Context: an optimization exercise on an open-source flow, tuned for small area. The choices shown serve that exercise and are no tape-out recipe.
In this exercise RTL edits were held to simulation tests only and were not proved equivalent to the original.
Power is estimated from default activity; no workload was simulated.

==> design.v <==
`timescale 1ns/1ns
`default_nettype none
module eth_video_rx (
	input wire logic clk,
	input wire logic eth_rx_downstream_rst,
	input wire logic rmii_crsdv,
	input wire logic [1:0] rmii_rxd,
	input wire logic rmii_rxerr,
	output logic vram_we,
	output logic [8-1:0] vram_addr,
	output logic [12-1:0] vram_color,
	output logic frame_err
);
	logic in_frame;
	logic err_hold;
	logic pre_seen;
	logic [3:0] pos_g;
	logic [1:0] pos_b;
	logic [1:0] pos_d;
	logic [3:0] nib;
	logic [3:0] col_hi [0:7];
	logic [3:0] col_mid [0:7];
	logic [3:0] col_lo [0:7];
	logic [4:0] ofs;
	logic ffcp_en;
	logic ferr;
	logic [2:0] grp;
	logic [1:0] ph;
	logic shift;
	logic full;
	logic g7;
	logic g8;
	logic busy;
	logic start;
	logic nib_in;
	logic hi_en;
	logic mid_en;
	logic lo_en;
	logic hi_hold;
	logic mid_hold;
	logic lo_hold;
	assign shift = in_frame && rmii_crsdv && !rmii_rxerr;
	assign pre_seen = pos_d[0];
	assign full = pos_g[3] && !pos_g[2] && !pos_g[1];
	assign g7 = pos_g[1] && !pos_g[2] && !pos_g[0];
	assign g8 = !pos_g[3] && !pos_g[1];
	assign busy = grp != 3'd4;
	assign start = in_frame && !rmii_crsdv && full && ffcp_en;
	assign nib_in = in_frame && !busy && !pos_d[0] && !full;
	assign hi_en = vram_we || (nib_in && pos_b == 2'd1);
	assign mid_en = vram_we || (nib_in && pos_b == 2'd0);
	assign lo_en = vram_we || (nib_in && pos_b == 2'd2);
	assign hi_hold = !vram_we && !(nib_in && pos_b[0]);
	assign mid_hold = !vram_we && !(in_frame && grp[2] && !grp[1] && !pos_d[0] && !full &&
		pos_b == 2'd0);
	assign lo_hold = !vram_we && !(nib_in && pos_b[1]);
	always_ff @(posedge clk) begin
		if (eth_rx_downstream_rst) begin
			in_frame <= 1'b0;
			err_hold <= 1'b0;
		end else if (err_hold) begin
			if (!rmii_crsdv)
				err_hold <= 1'b0;
		end else if (rmii_crsdv && rmii_rxerr) begin
			err_hold <= 1'b1;
			in_frame <= 1'b0;
		end else if (!rmii_crsdv) begin
			in_frame <= 1'b0;
		end else if (!in_frame && pre_seen && rmii_rxd == 2'b11) begin
			in_frame <= 1'b1;
		end
	end
	always_ff @(posedge clk) begin
		if (!in_frame) begin
			pos_g <= 4'b0011;
			pos_b <= 2'd1;
			pos_d[1] <= 1'b0;
			pos_d[0] <= !eth_rx_downstream_rst && !err_hold && rmii_crsdv && !rmii_rxerr &&
				rmii_rxd == 2'b01;
			ffcp_en <= 1'b0;
		end else if (g7 && pos_b == 2'd1 && pos_d == 2'd0 &&
				(col_mid[6] != 4'h2 || nib != 4'h0)) begin
			pos_g <= 4'b0000;
		end else begin
			if (shift && !full) begin
				pos_d <= pos_d + 2'd1;
				if (pos_d == 2'd3) begin
					pos_b <= pos_b == 2'd2 ? 2'd0 : pos_b + 2'd1;
					if (pos_b == 2'd2)
						pos_g <= {pos_g[2:0], pos_g[3] ^ pos_g[0]};
				end
			end
			if (g7 && pos_b == 2'd0 && pos_d == 2'd0)
				ffcp_en <= col_hi[7] == 4'h8 && col_lo[6] == 4'h8 &&
					col_lo[7] == 4'h5 && nib == 4'hB;
		end
		if (in_frame && (!shift || eth_rx_downstream_rst))
			pos_d[0] <= 1'b0;
		if (g8 && pos_b == 2'd0 && pos_d == 2'd0)
			ofs <= {nib[0], col_lo[7]};
		if (shift && !full && !busy)
			nib <= {rmii_rxd, nib[3:2]};
		for (int i = 0; i < 7; i++) begin
			col_hi[i] <= ({4{hi_en}} & col_hi[i+1]) | ({4{hi_hold}} & col_hi[i]);
			col_mid[i] <= ({4{mid_en}} & col_mid[i+1]) | ({4{mid_hold}} & col_mid[i]);
			col_lo[i] <= ({4{lo_en}} & col_lo[i+1]) | ({4{lo_hold}} & col_lo[i]);
		end
		col_hi[7] <= ({4{hi_en}} & nib) | ({4{hi_hold}} & col_hi[7]);
		col_lo[7] <= ({4{lo_en}} & nib) | ({4{lo_hold}} & col_lo[7]);
	end
	assign col_mid[7] = nib;
	always_ff @(posedge clk) begin
		if (eth_rx_downstream_rst) begin
			grp <= 3'd4;
			ph <= 2'd0;
			ferr <= 1'b0;
		end else begin
			ferr <= err_hold && ffcp_en;
			if (start) begin
				grp <= 3'd6;
				ph <= 2'd0;
			end else if (busy) begin
				ph <= ph == 2'd2 ? 2'd0 : ph + 2'd1;
				if (ph == 2'd2)
					grp <= grp + 3'd1;
			end
		end
	end
	assign vram_we = !grp[2] && ph != 2'd0;
	assign vram_addr = {ofs, grp[1:0], ph[1]};
	assign vram_color = {col_hi[0], col_mid[0], col_lo[0]};
	assign frame_err = ferr;
endmodule
`default_nettype wire
==> flow/run.sh <==
#!/bin/bash
# The standard layout (the standard.sh), with three changes:
# - synthesis is the standard one (synth_recipe.tcl and ORFS's synth.tcl,
#   same registers), but ABC maps the logic with flow/abc_map.script: more
#   rounds of choice computation (&dch -f) and area recovery (&nf -R 1000),
#   and no delay-driven buffering or gate sizing at the end, which the
#   layout's own repair does; and ABC also maps the few adders (no
#   ADDER_MAP_FILE, so no half-adder cells are extracted first);
# - ports are buffered with buf_1 cells;
# - the clock tree is built from clkbuf_4 cells without dummy balancing loads.
set -euo pipefail
export BUFFER_PORTS_ARGS="-buffer_cell sky130_fd_sc_hd__buf_1"
export CTS_ARGS="-sink_clustering_enable -repair_clock_nets -dont_use_dummy_load -buf_list sky130_fd_sc_hd__clkbuf_4"
rm -rf synth_scripts
cp -r "$FLOW_HOME/scripts" synth_scripts
cp flow/abc_map.script synth_scripts/abc_speed.script
SCRIPTS_DIR="$PWD/synth_scripts" ADDER_MAP_FILE= bash standard.sh synth > synth.log 2>&1
bash standard.sh > standard.log 2>&1
==> flow/abc_map.script <==
&get -n
&st
&syn2
&dch -f
&nf -R 1000
&st
&syn2
&if -g -K 6
&synch2
&dch -f
&nf -R 1000
&st
&syn2
&if -g -K 6
&synch2
&dch -f
&nf -R 1000
&st
&syn2
&if -g -K 6
&synch2
&dch -f
&nf -R 1000
&put
topo
stime -c
==> standard.sh <==
#!/bin/bash
# synth_recipe.tcl (not shown) runs the flow's synth.tcl, then flattens the netlist and writes it again
# the make line also repeats each setting of config.mk as NAME=value (left out here)
make -C /OpenROAD-flow-scripts/flow DESIGN_CONFIG=/design/flow/config.mk WORK_HOME=/design/flow/orfs CLKGATE_MAP_FILE= SYNTH_SCRIPT=/design/flow/synth_recipe.tcl "${@:-finish}"
==> config.mk <==
export PLATFORM = sky130hd
export DESIGN_NAME = eth_video_rx
export DESIGN_NICKNAME = eth_video_rx
export VERILOG_FILES = /design/flow/design.v
export SDC_FILE = /design/flow/constraint.sdc
export NUM_CORES = 4
export LEC_CHECK = 0
export CAP_MARGIN = 0
export CORE_MARGIN = 2
export CORE_UTILIZATION = 75
export SLEW_MARGIN = 0
==> constraint.sdc <==
create_clock -name core_clock -period 10.0 [get_ports {clk}]
set_input_delay 2.0000 -clock core_clock [delete_from_list [all_inputs] [get_ports {clk}]]
set_output_delay 2.0000 -clock core_clock [all_outputs]
set_load 0.01 [all_outputs]
==> impl_metrics.toml, run 1 <==
[outcome]
status = "timing/DRC/antenna clean"

[sta]
slew_headroom = 0.1992
worstMarginPinSlew_ns = 1.190
hold_viol = 0
timing.fmax_mhz = 276.0
drv_slew = 0
layout_setup_ws_ns = 6.377
period_minus_slack_ns = 3.623
rsz0062_at_grt = "no"
setup_tns_ns = 0
setup_viol = 0
skew_ns = 0.03203
fin_crit_sh = 0.3623

[final_layout]
fin_util = 0.8610
instances_no_fill = 421
design_area_sq_um = 4148
areaGrowthSynthToFinish_pct = 8.903
regArea_sq_um = 2452
fillerInstances = 276
drive_above_1_share = 0.07062
multi_input_area_sq_um = 1341
nNetsFinal = 362
diodes = 0

[detailed_routing]
drt-pass1-iter-count = 5
wl_um = 6779
wl_per_cell_um = 16.10
ant_nets = 0
drc_errors = 0
routed-via-count = 2656
vias_per_cell = 6.309
drtIter0Drc = 135

[global_routing]
grtUsageTotal = 0.2573
grt_max_degree = 33
grt-ovfl-total = 0
grt_pass1_wl_um = 10600
grt_pass1_vias = 2320
antenna_found_initial = 0

[power_and_ir_drop]
power_density_nw_per_um2 = 166.8
sw_frac_of_total = 0.1986
p_leak_nw = 1.524
vdd_drop_max_v = 0.0001340
comb_power_share = 0.005
p_seq_frac = 0.688
power.internal_mw = 0.5543
power_frac_clock = 0.307
p_sw_mw = 0.1374

[setup_path]
path_max_fanout = 6
critPathTopFamily = "buffers and inverters"
critical_path_required_ns = 8.00
cp.arrival_ns = 1.62
end_kind = "output pin"
worst-path-buf-inv = 2
crit_type = "flip-flop to output pin"
slowest_stage = "dfxtp_1"
crit_path_max_incr_delay_ns = 0.35
worstSetupStartpointType = "flip-flop"
worstPathCellList = "nor2_1, or2_0, clkinv_1, buf_1"

[logic_synthesis]
synth_compound_area_frac = 0.2434
avgSynthCellArea_sq_um = 12.29
seq_area_frac_synth = 0.6439
ys_ff_latch = 118
synth_adder_area_share = 0
synth_top_family_by_area = "compound AO/OA/AOI/OAI gates"
synthCells = 310
synthesis.nets = 316
synthMuxAreaShare = 0.005256
syn_area_sq_um = 3809
yosysUniqueCellTypes = 30
synth-simple-area-share = 0.09658
synth_xor_area_frac = 0
ys_warn_count = 5

[clock_network]
hold_buffers = 0
clkTransAtPathRegs_ns = 0.10
worstSkewPairLatency_ns = 0.49
post-cts-setup-buffers = 0
clockRootBuffer = "clkbuf_4"
cts.path.max_buffers = 2
cts_tree = "built"
cts.sink_count = 118
htree_levels = 4
post_cts_resized = 0
numCtsBuffers = 17

[placement]
dp_cells = 404
dpl.hpwl_um = 4311
place_area_sq_um = 4020
dpl_worst_slack_ns = 6.386
gp_congestion = 0.8693
portBuffers = 27

[floorplanning]
num_rows = 25
dieArea_sq_um = 5664
ios = 28
die_h_um = 75.26
initial_core_util = 0.7906
die_w_um = 75.26
core-area_sq_um = 4817

[run]
maxCapViolations = 0

[min_path]
hold_path.class = "flip-flop to flip-flop"
power groups by stage:
stage / Sequential (mW) / Combinational, mW / Clock (mW)
floorplan: 0.487 / 0.00160 / 0
global placement: 0.487 / 0.00297 / 0
detailed placement: 0.487 / 0.00312 / 0
CTS: 0.476 / 0.00311 / 0.217
global route: 0.476 / 0.00364 / 0.234
finish: 0.476 / 0.00313 / 0.213
logic make-up (layout without fill, tap and decap cells):
kind of cell           count (synthesis)  after routing
AND/OR/NAND/NOR                       69             69
flip-flops                           118            118
AO/OA/AOI/OAI                        113            113
buffers and inverters                  8             52
multiplexers                           2              2
registers in the layout, indices dropped and copies added, names as in the netlist, 2 cells and up:
name and count:
col_mid 28, nib 4, pos_g 4, col_lo 32, pos_d 2, grp 3
ofs 5, pos_b 2, ph 2, col_hi 32
synth_stat cells (all sizes together):
cell type	number	share of area
and3	3	0.0049
and2	3	0.0049
o211ai	1	0.0020
nand2b	3	0.0049
edfxtp	9	0.071
nor4b	3	0.0069
nand3	6	0.0079
or3	1	0.0016
nor3	5	0.0066
o41ai	1	0.0023
dfxtp	109	0.57
nor4	5	0.0082
nand4	2	0.0033
or3b	1	0.0023
nor3b	3	0.0059
a31oi	3	0.0049
or2	2	0.0033
o32ai	1	0.0023
a21oi	9	0.012
nand4b	1	0.0023
clkinv	5	0.0049
a22o	92	0.21
buf	3	0.0059
nor2b	2	0.0033
nand2	17	0.017
or4b	1	0.0026
o21ai	5	0.0066
nor2	11	0.011
a21o	1	0.0020
mux2i	2	0.0053
worst reg2reg max path: cells and delay by family (launching register included):
kind	cells	cell delay, ns
DFF	1	0.35
buffers and inverters	1	0.24
AOI/OAI and AO/OA	2	0.74
and+or+nand+nor	3	1.27
cells in the final DEF (no fill, tap or decap), types with 2 or more instances in the layout:
cell type / n
nand4_1: 2
nor3b_1: 3
nor4b_1: 3
a21oi_1: 8
nand2b_1: 3
edfxtp_1: 9
a31oi_2: 2
nand3_1: 6
clkinv_1: 5
nor2b_1: 2
o21ai_0: 5
and2_0: 3
clkbuf_4: 17
mux2i_1: 2
dfxtp_1: 109
nor4_1: 5
nand2_1: 17
nor2_1: 10
buf_1: 27
or2_0: 2
nor3_1: 5
and3_1: 3
buf_4: 3
a22o_1: 92
final timing paths:
kind                         from                     to  slack, ns  cells past startpoint
max            ph[1]$_SDFFE_PP0P_                vram_we       6.38                      4
min          col_hi[2][3]$_DFF_P_   col_hi[1][3]$_DFF_P_       0.45                      1
max reg2reg    ph[1]$_SDFFE_PP0P_  col_mid[4][0]$_DFF_P_       7.28                      6
min reg2reg  col_hi[2][3]$_DFF_P_   col_hi[1][3]$_DFF_P_       0.45                      1
metrics by stage:
stage / hold slack, ns / total power, mW
3_3_place_gp: 0.4508 / 0.4899
3_5_place_dp: 0.4546 / 0.4901
2_1_floorplan: 0.4388 / 0.4884
4_1_cts: 0.4480 / 0.6961
5_1_grt: 0.4674 / 0.7134
6_report: 0.4514 / 0.6917
layer usage:
metal / track usage / up-vias / share of wire
li1: - / 1297 / -
met1: 0.3284 / 1271 / 0.45
met2: 0.3996 / 80 / 0.48
met3: 0.1044 / 8 / 0.058
met4: 0.09162 / 0 / 0.012
met5: 0 / - / 0
layout make-up:
class                      count  area share
clock buffer                  17     0.03077
tap                           67     0.02021
timing repair buffer          30     0.02986
multi-input combinational    184      0.3234
sequential                   118      0.5913
inverter                       5    0.004525
==> run 2, diff against run 1 <==
--- a/design.v
+++ b/design.v
@@ -43,2 +43,3 @@
 	assign pre_seen = pos_d[0];
+	assign err_hold = !in_frame && pos_d[1];
 	assign full = pos_g[3] && !pos_g[2] && !pos_g[1];
@@ -59,8 +60,4 @@
 			in_frame <= 1'b0;
-			err_hold <= 1'b0;
 		end else if (err_hold) begin
-			if (!rmii_crsdv)
-				err_hold <= 1'b0;
 		end else if (rmii_crsdv && rmii_rxerr) begin
-			err_hold <= 1'b1;
 			in_frame <= 1'b0;
@@ -76,3 +73,3 @@
 			pos_b <= 2'd1;
-			pos_d[1] <= 1'b0;
+			pos_d[1] <= !eth_rx_downstream_rst && rmii_crsdv && (err_hold || rmii_rxerr);
 			pos_d[0] <= !eth_rx_downstream_rst && !err_hold && rmii_crsdv && !rmii_rxerr &&
@@ -96,4 +93,6 @@
 		end
-		if (in_frame && (!shift || eth_rx_downstream_rst))
+		if (in_frame && (!shift || eth_rx_downstream_rst)) begin
+			pos_d[1] <= !eth_rx_downstream_rst && rmii_crsdv && rmii_rxerr;
 			pos_d[0] <= 1'b0;
+		end
 		if (g8 && pos_b == 2'd0 && pos_d == 2'd0)
==> run 2 against run 1 <==
Compared with the run above: still clean; total power shrank 0.16%; maximum frequency is 3.5% higher; sequential share of layout area rose by 0.080 points; core utilization is 0.47 points lower; clock skew up 0.00063 ns; hold slack gained 0.0019 ns; non-clock buffer count down 1; flip-flop and latch count is 1 lower; wire length down 1.9%; area after synthesis is 0.23% lower; design area is 0.54% lower; largest cell class unchanged.
==> impl_metrics.toml, run 2 <==
[sta]
slew_headroom = 0.2317
rsz0062_at_grt = "no"
timing.fmax_mhz = 285.7
period_minus_slack_ns = 3.500
fin_crit_sh = 0.3500
hold_viol = 0
worstMarginPinSlew_ns = 1.152
setup_tns_ns = 0
skew_ns = 0.03266
drv_slew = 0
setup_viol = 0

[clock_network]
cts_tree = "built"
cts.sink_count = 117
cts.path.max_buffers = 2
clockRootBuffer = "clkbuf_4"
htree_levels = 4
post_cts_resized = 0
worstSkewPairLatency_ns = 0.49
hold_buffers = 0
numCtsBuffers = 17
clkTransAtPathRegs_ns = 0.08
post-cts-setup-buffers = 0

[min_path]
hold_path_end = "col_mid[3][3]$_DFF_P_"
hold_path.class = "flip-flop to flip-flop"
hold_depth = 1
min_from = "col_mid[4][3]$_DFF_P_"

[logic_synthesis]
syn_area_sq_um = 3800
avgSynthCellArea_sq_um = 12.46
seq_area_frac_synth = 0.6427
synth_edf_count = 10
synth_common_cells = "107 x dfxtp_1, 92 x a22o_1, 16 x nand2_1"
ys_warn_count = 5
synthTopCellsByArea = "dfxtp_1 56%, a22o_1 21%, edfxtp_1 7.9%, nand2_1 1.6%, nor2_1 1.3%"
synth_ff_type = "dfxtp_1"
ys_ff_latch = 117
netlist.area_leader.share = 0.5637
synthCells = 305
synthesis.nets = 311
synth_most_common_cell = "dfxtp_1"
yosys.area.top_type = "dfxtp_1"
synthArstFlopShare = 0
yosysUniqueCellTypes = 35

[final_layout]
design_area_sq_um = 4125
areaGrowthSynthToFinish_pct = 8.561
nNetsFinal = 356
diodes = 0
top_regs = "col_hi x32, col_lo x32, col_mid x28"
fillerInstances = 269
mostFrequentLayoutCells = "107 x dfxtp_1, 92 x a22o_1, 27 x buf_1"
drive_above_1_share = 0.06322
final_common_cell = "dfxtp_1"
fin_util = 0.8564

[detailed_routing]
wl_per_cell_um = 16.03
drtIter0Drc = 114
vias_per_cell = 6.212
routed-via-count = 2578
wl_um = 6653
drc_errors = 0
drt-pass1-iter-count = 4
ant_nets = 0

[placement]
place_area_sq_um = 3998
portBuffers = 27
dpl.hpwl_um = 4249
gp_congestion = 0.8860

[power_and_ir_drop]
vdd_drop_max_v = 0.0001250
p_leak_nw = 1.521
power_density_nw_per_um2 = 167.4

[outcome]
status = "timing/DRC/antenna clean"

[floorplanning]
num_rows = 25
core-area_sq_um = 4817
ios = 28
dieArea_sq_um = 5652
initial_core_util = 0.7888
die_h_um = 75.18
die_w_um = 75.18

[global_routing]
grt_pass1_vias = 2280
grt-ovfl-total = 0
grt_max_degree = 33
grtUsageTotal = 0.2591
antenna_found_initial = 0
grt_pass1_wl_um = 10710

[setup_path]
reg2reg_slack_ns = 7.43
path_max_fanout = 7
end_kind = "output pin"
crit_type = "flip-flop to output pin"
r2r-end = "col_mid[4][1]$_DFF_P_"
timing.rr.start = "in_frame$_SDFFE_PP0P_"
worst_r2r_path_depth = 4
critical_path_required_ns = 8.00
cp.arrival_ns = 1.50
worstSetupStartpointType = "flip-flop"

[run]
maxCapViolations = 0
==> run 2: stage by stage <==
| step | power (mW) | worst slack [ns] | hold slack [ns] | instances |
|---|---|---|---|---|
| 2_1_floorplan | 0.4861 | 6.769 | 0.4428 | 305 |
| 3_5_place_dp | 0.4881 | 6.389 | 0.4540 | 398 |
| 3_3_place_gp | 0.4878 | 6.529 | 0.4505 | 398 |
| 5_1_grt | 0.7106 | 6.378 | 0.4728 | 415 |
| 4_1_cts | 0.6932 | 6.470 | 0.4582 | 415 |
| 6_report | 0.6906 | 6.500 | 0.4532 | 415 |
==> run 2: cell families (layout without fill, tap and decap cells) <==
group           after synthesis  count (layout)  synth area share
compound gates              113             113            0.2479
flops                       117             117            0.6427
xor+xnor                      3               3          0.006916
simple gates                 62              62           0.08627
mux                           2               2          0.005269
buf+inv                       8              51           0.01087
==> run 2: final cells by class <==
cell class                      count  area, sq um  share of cell area
Sequential cell                   117         2442              0.5921
Timing Repair Buffer               29        116.4             0.02821
Inverter                            5        18.77            0.004550
Clock buffer                       17        127.6             0.03094
Tap cell                           67        83.83             0.02032
Multi-Input combinational cell    180         1336              0.3239
==> run 2: per-layer routing <==
metal,up-vias,GRT usage,share of wire
met5,-,0,0
met3,14,0.09371,0.044
met2,65,0.3899,0.48
li1,1281,-,-
met4,0,0.1033,0.016
met1,1218,0.3451,0.46
==> run 2: power by group <==
part | total, mW | internal, mW | switching [mW]
sequential | 0.473 | 0.472 | 0.000929
combinational | 0.00426 | 0.00193 | 0.00233
clock | 0.213 | 0.0776 | 0.136
total | 0.691 | 0.552 | 0.139
==> run 2: critical path, stage by stage (launching register included) <==
cell,delay (ns)
dfxtp_1,0.42
nor2_1,0.06
or2_0,0.24
clkinv_1,0.15
buf_1,0.17
==> run 2: worst max-delay path by stage <==
stage / endpoint / slack [ns] / startpoint / cells past startpoint
finish: vram_we / 6.50 / ph[1]$_SDFFE_PP0P_ / 4
global route: vram_we / 6.38 / ph[1]$_SDFFE_PP0P_ / 4
detailed placement: pos_g[3]$_SDFFE_PP0P_ / 6.39 / rmii_crsdv / 6
global placement: pos_g[3]$_SDFFE_PP0P_ / 6.53 / rmii_crsdv / 6
CTS: vram_we / 6.47 / ph[1]$_SDFFE_PP0P_ / 4
floorplan: pos_g[2]$_SDFFE_PP0P_ / 6.77 / rmii_crsdv / 5
==> run 3, diff against run 2 <==
--- a/design.v
+++ b/design.v
@@ -25,3 +25,2 @@
 	logic ffcp_en;
-	logic ferr;
 	logic [2:0] grp;
@@ -114,5 +113,3 @@
 			ph <= 2'd0;
-			ferr <= 1'b0;
 		end else begin
-			ferr <= err_hold && ffcp_en;
 			if (start) begin
@@ -124,2 +121,4 @@
 					grp <= grp + 3'd1;
+			end else begin
+				ph <= {1'b0, err_hold && ffcp_en};
 			end
@@ -130,3 +129,3 @@
 	assign vram_color = {col_hi[0], col_mid[0], col_lo[0]};
-	assign frame_err = ferr;
+	assign frame_err = !busy && ph[0];
 endmodule
--- a/config.mk
+++ b/config.mk
@@ -9,3 +9,3 @@
 export CORE_MARGIN = 2
-export CORE_UTILIZATION = 75
+export CORE_UTILIZATION = 80
 export SLEW_MARGIN = 0
==> run 3 against run 2 <==
Compared with the run above: sequential share of layout area up 0.14 points; critical endpoint unchanged; critical path type unchanged; area after synthesis is 1.3% lower; highest routed layer unchanged; global-route usage rose by 9.5 points.
==> impl_metrics.toml, run 3 <==
[final_layout]
final_common_cell = "dfxtp_1"
areaGrowthSynthToFinish_pct = 8.769
top_regs = "col_hi x32, col_lo x32, col_mid x28"
nNetsFinal = 360
drive_above_1_share = 0.07670
mostFrequentLayoutCells = "106 x dfxtp_1, 92 x a22o_1, 27 x buf_1"
diodes = 0
fin_util = 0.9184

[detailed_routing]
drt-pass1-iter-count = 7
vias_per_cell = 6.963
routed-via-count = 2813
drc_errors = 0
wl_um = 8660
wl_per_cell_um = 21.44
drtIter0Drc = 206
ant_nets = 0

[floorplanning]
ios = 28
initial_core_util = 0.8443
die_w_um = 72.49
num_rows = 24
die_h_um = 72.49
dieArea_sq_um = 5254
core-area_sq_um = 4444

[sta]
slew_headroom = 0.1602
timing.fmax_mhz = 259.5
fin_crit_sh = 0.3853
rsz0062_at_grt = "no"
drv_slew = 0
skew_ns = 0.03556
period_minus_slack_ns = 3.853
hold_viol = 0
worstMarginPinSlew_ns = 1.260
setup_viol = 0
setup_tns_ns = 0

[logic_synthesis]
seq_area_frac_synth = 0.6455
synthesis.nets = 313
synth_ff_type = "dfxtp_1"
syn_area_sq_um = 3752
yosysUniqueCellTypes = 31
synth_common_cells = "106 x dfxtp_1, 92 x a22o_1, 22 x nor2_1"
avgSynthCellArea_sq_um = 12.22
synthArstFlopShare = 0
synth_edf_count = 10
ys_warn_count = 5
ys_ff_latch = 116
synthTopCellsByArea = "dfxtp_1 57%, a22o_1 21%, edfxtp_1 8.0%, nor2_1 2.2%, nand2_1 1.4%"
yosys.area.top_type = "dfxtp_1"
synthCells = 307
netlist.area_leader.share = 0.5655
synth_most_common_cell = "dfxtp_1"

[global_routing]
grt_pass1_vias = 2730
grt_max_degree = 34
grtUsageTotal = 0.3539
grt-ovfl-total = 0
grt_pass1_wl_um = 13630
antenna_found_initial = 0

[clock_network]
numCtsBuffers = 17
cts_tree = "built"
clkTransAtPathRegs_ns = 0.09
htree_levels = 4
worstSkewPairLatency_ns = 0.48
post_cts_resized = 0
cts.sink_count = 116
cts.path.max_buffers = 2
hold_buffers = 0
clockRootBuffer = "clkbuf_4"
post-cts-setup-buffers = 0

[power_and_ir_drop]
power_density_nw_per_um2 = 167.6
p_leak_nw = 1.514
vdd_drop_max_v = 0.0001417

[outcome]
status = "timing/DRC/antenna clean"

[placement]
portBuffers = 27
gp_congestion = 0.8918
dpl.hpwl_um = 5133

[setup_path]
worstSetupStartpointType = "flip-flop"
cp.arrival_ns = 1.85
reg2reg_slack_ns = 6.89
end_kind = "output pin"
path_max_fanout = 5
crit_type = "flip-flop to output pin"
critical_path_required_ns = 8.00

[run]
maxCapViolations = 0

[min_path]
hold_path.class = "flip-flop to flip-flop"
==> run 3: power by group <==
part	internal (mW)	switching, mW	total (mW)
combinational	0.00166	0.00215	0.00382
sequential	0.468	0.000861	0.469
clock	0.0776	0.134	0.211
total	0.547	0.137	0.684
==> run 3: per-stage QoR <==
stage	total power, mW	setup WS [ns]	cells	hold WS (ns)	cell area [sq um]
final	0.6840	6.147	404	0.4755	4081
after global routing	0.7044	6.023	404	0.4880	4081
after CTS	0.6847	6.150	404	0.4786	4081
after detailed placement	0.4832	6.243	387	0.4532	3954
after global placement	0.4829	6.306	387	0.4479	3954
after floorplan	0.4813	6.568	307	0.4428	3752
==> run 3: critical path: stages (launching register included) <==
cell      delay (ns)
dfxtp_1         0.38
nor2_1          0.22
or2_0           0.34
clkinv_1        0.25
buf_1           0.18
==> run 3: final timing paths <==
check,to,depth (start not counted),from
worst max-delay path,vram_we,4,ph[1]$_SDFF_PP0_
worst min-delay path,col_lo[4][0]$_DFF_P_,1,col_lo[5][0]$_DFF_P_
worst max register to register,col_mid[0][1]$_DFF_P_,5,in_frame$_SDFFE_PP0P_
worst min register to register,col_lo[4][0]$_DFF_P_,1,col_lo[5][0]$_DFF_P_
==> run 3: final cells by class <==
class	count	area [sq um]
Sequential cell	116	2422
Multi-Input combinational cell	183	1316
Fill cell	148	362.8
Timing Repair Buffer	31	131.4
Clock buffer	17	127.6
Tap cell	52	65.06
Inverter	5	18.77
==> run 3: cell families (layout without fill, tap and decap cells) <==
family,after synthesis,in the layout,synth area share
DFF,116,116,0.6456
AOI/OAI and AO/OA,113,113,0.2484
and+or+nand+nor,65,65,0.08270
buffers and inverters,8,53,0.01100
xor gates and xnor gates,3,3,0.007004
muxes,2,2,0.005335
==> run 3: layer usage <==
metal / part of all wire / vias up / global-route usage
met5: 0 / - / 0
met4: 0.039 / 0 / 0.1893
met3: 0.057 / 36 / 0.1014
met2: 0.52 / 145 / 0.6014
met1: 0.39 / 1357 / 0.4039
li1: - / 1275 / -
==> run 4, diff against run 3 <==
--- a/config.mk
+++ b/config.mk
@@ -9,3 +9,3 @@
 export CORE_MARGIN = 2
-export CORE_UTILIZATION = 80
+export CORE_UTILIZATION = 70
 export SLEW_MARGIN = 0
==> run 4 against run 3 <==
Compared with the run above: area after synthesis unchanged; setup slack improved by 0.15 ns; still clean on timing, DRC and antenna; synthesized cell count unchanged; cell count increased by 4.5%; highest routed layer unchanged; maximum frequency increased by 4.2%; die area increased by 13%; sequential share of layout area decreased by 0.33 points; first-iteration DRC count decreased by 32%.
==> impl_metrics.toml, run 4 <==
[clock_network]
cts_tree = "built"
clockRootBuffer = "clkbuf_4"
numCtsBuffers = 17
htree_levels = 4
post_cts_resized = 0
post-cts-setup-buffers = 0
worstSkewPairLatency_ns = 0.47
cts.sink_count = 116
hold_buffers = 0
cts.path.max_buffers = 2
clkTransAtPathRegs_ns = 0.09

[logic_synthesis]
ys_ff_latch = 116
synthesis.nets = 313
synth_edf_count = 10
avgSynthCellArea_sq_um = 12.22
synthMuxAreaShare = 0.005335
synthArstFlopShare = 0
synth-simple-area-share = 0.08269
synth_ff_type = "dfxtp_1"
synth_top_family_by_area = "compound AO/OA/AOI/OAI gates"
synth_xor_area_frac = 0.007002
seq_area_frac_synth = 0.6455
netlist.area_leader.share = 0.5655
synth_compound_area_frac = 0.2484
synthCells = 307
yosys.area.top_type = "dfxtp_1"
synth_most_common_cell = "dfxtp_1"
synth_common_cells = "106 x dfxtp_1, 92 x a22o_1, 22 x nor2_1"
synthTopCellsByArea = "dfxtp_1 57%, a22o_1 21%, edfxtp_1 8.0%, nor2_1 2.2%, nand2_1 1.4%"
ys_warn_count = 5
yosysUniqueCellTypes = 31
synth_adder_area_share = 0
syn_area_sq_um = 3752

[detailed_routing]
vias_per_cell = 6.017
routed-via-count = 2539
ant_nets = 0
drt-pass1-iter-count = 4
drtIter0Drc = 141
drc_errors = 0
wl_per_cell_um = 15.01
wl_um = 6334

[final_layout]
nNetsFinal = 360
fin_util = 0.7984
fillerInstances = 334
diodes = 0
top_regs = "col_hi x32, col_lo x32, col_mid x28"
drive_above_1_share = 0.07670
mostFrequentLayoutCells = "106 x dfxtp_1, 92 x a22o_1, 27 x buf_1"
final_common_cell = "dfxtp_1"
areaGrowthSynthToFinish_pct = 9.370

[sta]
slew_headroom = 0.1913
period_minus_slack_ns = 3.698
fin_crit_sh = 0.3698
timing.fmax_mhz = 270.4
hold_viol = 0
skew_ns = 0.02958
rsz0062_at_grt = "no"
setup_tns_ns = 0
worstMarginPinSlew_ns = 1.213
drv_slew = 0
setup_viol = 0

[floorplanning]
core-area_sq_um = 5140
ios = 28
initial_core_util = 0.7300
dieArea_sq_um = 5962
die_h_um = 77.22
die_w_um = 77.22
num_rows = 26

[min_path]
hold_path_end = "col_lo[1][2]$_DFF_P_"
hold_path.class = "flip-flop to flip-flop"
hold_depth = 1
min_from = "col_lo[2][2]$_DFF_P_"

[setup_path]
timing.rr.start = "in_frame$_SDFFE_PP0P_"
worstSetupStartpointType = "flip-flop"
worst_r2r_path_depth = 5
critical_path_required_ns = 8.00
crit_type = "flip-flop to output pin"
path_max_fanout = 5
reg2reg_slack_ns = 6.97
r2r-end = "col_mid[5][2]$_DFF_P_"
end_kind = "output pin"
cp.arrival_ns = 1.70

[power_and_ir_drop]
p_seq_frac = 0.691
sw_frac_of_total = 0.1928
p_sw_mw = 0.1307
comb_power_share = 0.005
vdd_drop_max_v = 0.0001147
p_leak_nw = 1.514
power_frac_clock = 0.303
power.total_mw = 0.6779
power_density_nw_per_um2 = 165.2
power.internal_mw = 0.5472

[global_routing]
grt_pass1_wl_um = 11070
grt_pass1_vias = 2448
antenna_found_initial = 0
grt_max_degree = 34
grtUsageTotal = 0.2373
grt-ovfl-total = 0

[run]
maxCapViolations = 0

[outcome]
status = "timing/DRC/antenna clean"

[placement]
dpl.hpwl_um = 4102
gp_congestion = 0.8719
portBuffers = 27
-- run 4: cells by family after synthesis --
family                 after synthesis
flip-flops                         116
XOR/XNOR                             3
multiplexers                         2
AO/OA/AOI/OAI                      113
AND/OR/NAND/NOR                     65
buffers and inverters                8
-- run 4: per-layer routing --
layer  track usage  share of wire
met1        0.3085           0.48
met2        0.3600           0.48
met3       0.08706          0.036
met4       0.09643         0.0084
met5             0              0
-- run 4: worst max path at each step --
stage | start | endpoint | slack, ns | depth (start not counted)
6_report | ph[1]$_SDFF_PP0_ | vram_we | 6.30 | 4
2_1_floorplan | ph[1]$_SDFF_PP0_ | col_hi[0][0]$_DFF_P_ | 6.57 | 6
3_3_place_gp | rmii_rxerr | pos_g[0]$_SDFFE_PN1P_ | 6.39 | 5
3_5_place_dp | rmii_rxerr | pos_g[0]$_SDFFE_PN1P_ | 6.32 | 5
5_1_grt | ph[1]$_SDFF_PP0_ | vram_we | 6.14 | 4
4_1_cts | ph[1]$_SDFF_PP0_ | vram_we | 6.27 | 4
-- run 4: power groups by stage --
stage               combinational [mW]  clock (mW)  sequential [mW]
global placement               0.00342           0            0.479
CTS                            0.00359       0.212            0.469
floorplan                      0.00206           0            0.479
global route                   0.00406       0.235            0.469
detailed placement             0.00356           0            0.479
finish                         0.00355       0.206            0.469
-- run 4: metrics by stage --
| stage | instance area, sq um | cells | hold WS (ns) | worst slack, ns |
|---|---|---|---|---|
| after floorplan | 3752 | 307 | 0.4428 | 6.568 |
| after global placement | 3976 | 405 | 0.4516 | 6.393 |
| after detailed placement | 3976 | 405 | 0.4558 | 6.320 |
| after CTS | 4104 | 422 | 0.4536 | 6.268 |
| after global routing | 4104 | 422 | 0.4575 | 6.142 |
| final | 4104 | 422 | 0.4504 | 6.302 |
-- run 4: final cells by class --
type	instances	area, sq um	share of cell area
tap	70	87.58	0.02134
sequential	116	2422	0.5902
inverter	5	18.77	0.004573
clock buffer	17	127.6	0.03110
multi-input combinational	183	1316	0.3207
timing repair buffer	31	131.4	0.03201
-- run 4: worst max-delay path, stage by stage (launching register included) --
cell,delay [ns]
dfxtp_1,0.35
nor2_1,0.15
or2_0,0.32
clkinv_1,0.24
buf_1,0.19
==> run 5, diff against run 4 <==
--- a/config.mk
+++ b/config.mk
@@ -9,3 +9,3 @@
 export CORE_MARGIN = 2
-export CORE_UTILIZATION = 70
+export CORE_UTILIZATION = 75
 export SLEW_MARGIN = 0
==> run 5 against run 4 <==
Compared with the run above: clock power is essentially flat; via count grew 2.0%; flip-flop and latch count is the same; wire length grew 6.2%; sequential share of layout area grew 0.054 points; critical path type unchanged; still clean.
==> impl_metrics.toml, run 5 <==
[setup_path]
timing.rr.start = "in_frame$_SDFFE_PP0P_"
slowest_stage = "dfxtp_1"
end_kind = "output pin"
cp.arrival_ns = 1.76
crit_path_max_incr_delay_ns = 0.35
worstSetupStartpointType = "flip-flop"
worst-path-buf-inv = 2
critPathTopFamily = "simple AND/OR/NAND/NOR gates"
critPathLaunch = "ph[1]$_SDFF_PP0_"
critical_path_required_ns = 8.00
worstPathCellList = "nor2_1, or2_0, clkinv_1, buf_1"
crit_type = "flip-flop to output pin"
path_max_fanout = 5

[floorplanning]
num_rows = 25
die_w_um = 74.73
die_h_um = 74.73
dieArea_sq_um = 5585
initial_core_util = 0.7841
ios = 28
core-area_sq_um = 4786

[placement]
dpl.hpwl_um = 4458
portBuffers = 27
gp_congestion = 0.9072
dp_cells = 402

[power_and_ir_drop]
sw_frac_of_total = 0.1968
power.internal_mw = 0.5470
p_seq_frac = 0.688
p_leak_nw = 1.514
power_frac_clock = 0.306
power_density_nw_per_um2 = 166.1
comb_power_share = 0.005
vdd_drop_max_v = 0.0001276
p_sw_mw = 0.1340

[final_layout]
instances_no_fill = 419
final_common_cell = "dfxtp_1"
diodes = 0
areaGrowthSynthToFinish_pct = 9.270
mostFrequentLayoutCells = "106 x dfxtp_1, 92 x a22o_1, 27 x buf_1"
drive_above_1_share = 0.07670
nNetsFinal = 360
fin_util = 0.8567
top_regs = "col_hi x32, col_lo x32, col_mid x28"

[global_routing]
antenna_found_initial = 0
grt_pass1_wl_um = 10710
grt_max_degree = 34
grt-ovfl-total = 0
grt_pass1_vias = 2372
grtUsageTotal = 0.2642

[logic_synthesis]
synthCells = 307
yosysUniqueCellTypes = 31
synthTopCellsByArea = "dfxtp_1 57%, a22o_1 21%, edfxtp_1 8.0%, nor2_1 2.2%, nand2_1 1.4%"
ys_warn_count = 5
seq_area_frac_synth = 0.6455
synthArstFlopShare = 0
synth_edf_count = 10
synth_common_cells = "106 x dfxtp_1, 92 x a22o_1, 22 x nor2_1"
yosys.area.top_type = "dfxtp_1"
ys_ff_latch = 116
synth_ff_type = "dfxtp_1"
avgSynthCellArea_sq_um = 12.22
synth_most_common_cell = "dfxtp_1"
syn_area_sq_um = 3752
netlist.area_leader.share = 0.5655
synthesis.nets = 313

[detailed_routing]
drtIter0Drc = 155
routed-via-count = 2591
wl_um = 6728
drc_errors = 0
drt-pass1-iter-count = 4
vias_per_cell = 6.184
wl_per_cell_um = 16.06
ant_nets = 0

[sta]
fin_crit_sh = 0.3759
timing.fmax_mhz = 266.1
worstMarginPinSlew_ns = 1.179
setup_viol = 0
hold_viol = 0
rsz0062_at_grt = "no"
skew_ns = 0.03979
drv_slew = 0
setup_tns_ns = 0
slew_headroom = 0.2137
hold_ws_ns = 0.4535
period_minus_slack_ns = 3.759

[min_path]
min_from = "col_lo[4][3]$_DFF_P_"
hold_path.class = "flip-flop to flip-flop"

[clock_network]
cts_tree = "built"
htree_levels = 4
post-cts-setup-buffers = 0
clkTransAtPathRegs_ns = 0.11
hold_buffers = 0
post_cts_resized = 0
numCtsBuffers = 17
cts.path.max_buffers = 2
cts.sink_count = 116
clockRootBuffer = "clkbuf_4"
worstSkewPairLatency_ns = 0.51

[outcome]
status = "timing/DRC/antenna clean"

[run]
maxCapViolations = 0
[run 5: cell families after synthesis]
group,Yosys count,share of synthesized area
buffers and inverters,8,0.01100
XOR/XNOR,3,0.007004
flip-flops,116,0.6456
AO/OA/AOI/OAI,113,0.2484
AND/OR/NAND/NOR,65,0.08270
multiplexers,2,0.005335
[run 5: worst reg2reg max path, delay by kind of cell, from the launching register on]
family	cells	cell delay, ns
simple gates	1	0.50
flops	1	0.59
compound gates	3	1.61
buf+inv	1	0.18
[run 5: layer usage]
metal | vias up | wire length, um | global-route usage
li1 | 1274 | - | -
met1 | 1229 | 3056 | 0.3175
met2 | 68 | 3210 | 0.4051
met3 | 20 | 303 | 0.1245
met4 | 0 | 157 | 0.1230
met5 | - | 0 | 0
[run 5: worst paths after layout]
check                               end  slack [ns]  cells past startpoint
setup / recovery                vram_we        6.24                      4
hold / removal     col_lo[3][3]$_DFF_P_        0.45                      1
setup reg to reg  col_mid[3][1]$_DFF_P_        7.06                      5
hold reg to reg    col_lo[3][3]$_DFF_P_        0.45                      1
[run 5: power by group through the flow]
stage          sequential (mW)  clock, mW  combinational (mW)
3_5_place_dp             0.480          0             0.00348
3_3_place_gp             0.479          0             0.00342
2_1_floorplan            0.479          0             0.00206
5_1_grt                  0.469      0.231             0.00404
6_report                 0.469      0.209             0.00356
4_1_cts                  0.469      0.214             0.00354
[run 5: layout make-up]
type	count	area, sq um
Multi-Input combinational cell	183	1316
Clock buffer	17	127.6
Fill cell	267	685.7
Sequential cell	116	2422
Tap cell	67	83.83
Inverter	5	18.77
Timing Repair Buffer	31	131.4
[run 5: metrics by stage]
stage	power (mW)	area [sq um]	setup slack [ns]
floorplan	0.4813	3752	6.568
global placement	0.4829	3973	6.385
detailed placement	0.4830	3973	6.240
CTS	0.6858	4100	6.226
global route	0.7040	4100	6.081
finish	0.6810	4100	6.241

==> port drivers added, routing unchanged <==
No port has a modelled driver above. Below, the same layouts with a new extraction and two added sets of constraints.
Step 1, drivers: a clkbuf_16 drives clk and a buf_2 each remaining input, both assumed.
Step 2 also shifts input and output timing later by t, the mid clock arrival at the registers, as if the neighbouring blocks saw the same clock.
a / b / c = no drivers / after step 1 / after step 2; a / b = the first two.
| run | t (ns) | setup slack, ns | slew at the worst register clock pin (ns) |
|---|---|---|---|
| run 1 | 0.498 | 6.377 / 6.348 / 6.386 | 0.10 / 0.10 |
| run 2 | 0.502 | 6.500 / 6.473 / 6.357 | 0.10 / 0.10 |
| run 3 | 0.492 | 6.147 / 6.117 / 6.173 | 0.09 / 0.09 |
| run 4 | 0.484 | 6.302 / 6.274 / 6.278 | 0.09 / 0.09 |
| run 5 | 0.522 | 6.241 / 6.214 / 6.166 | 0.11 / 0.11 |
After both steps setup and hold are still met in every run listed. The setup slack of run 2, which loses most, moves by -0.027 ns with the drivers and by -0.143 ns with both steps.
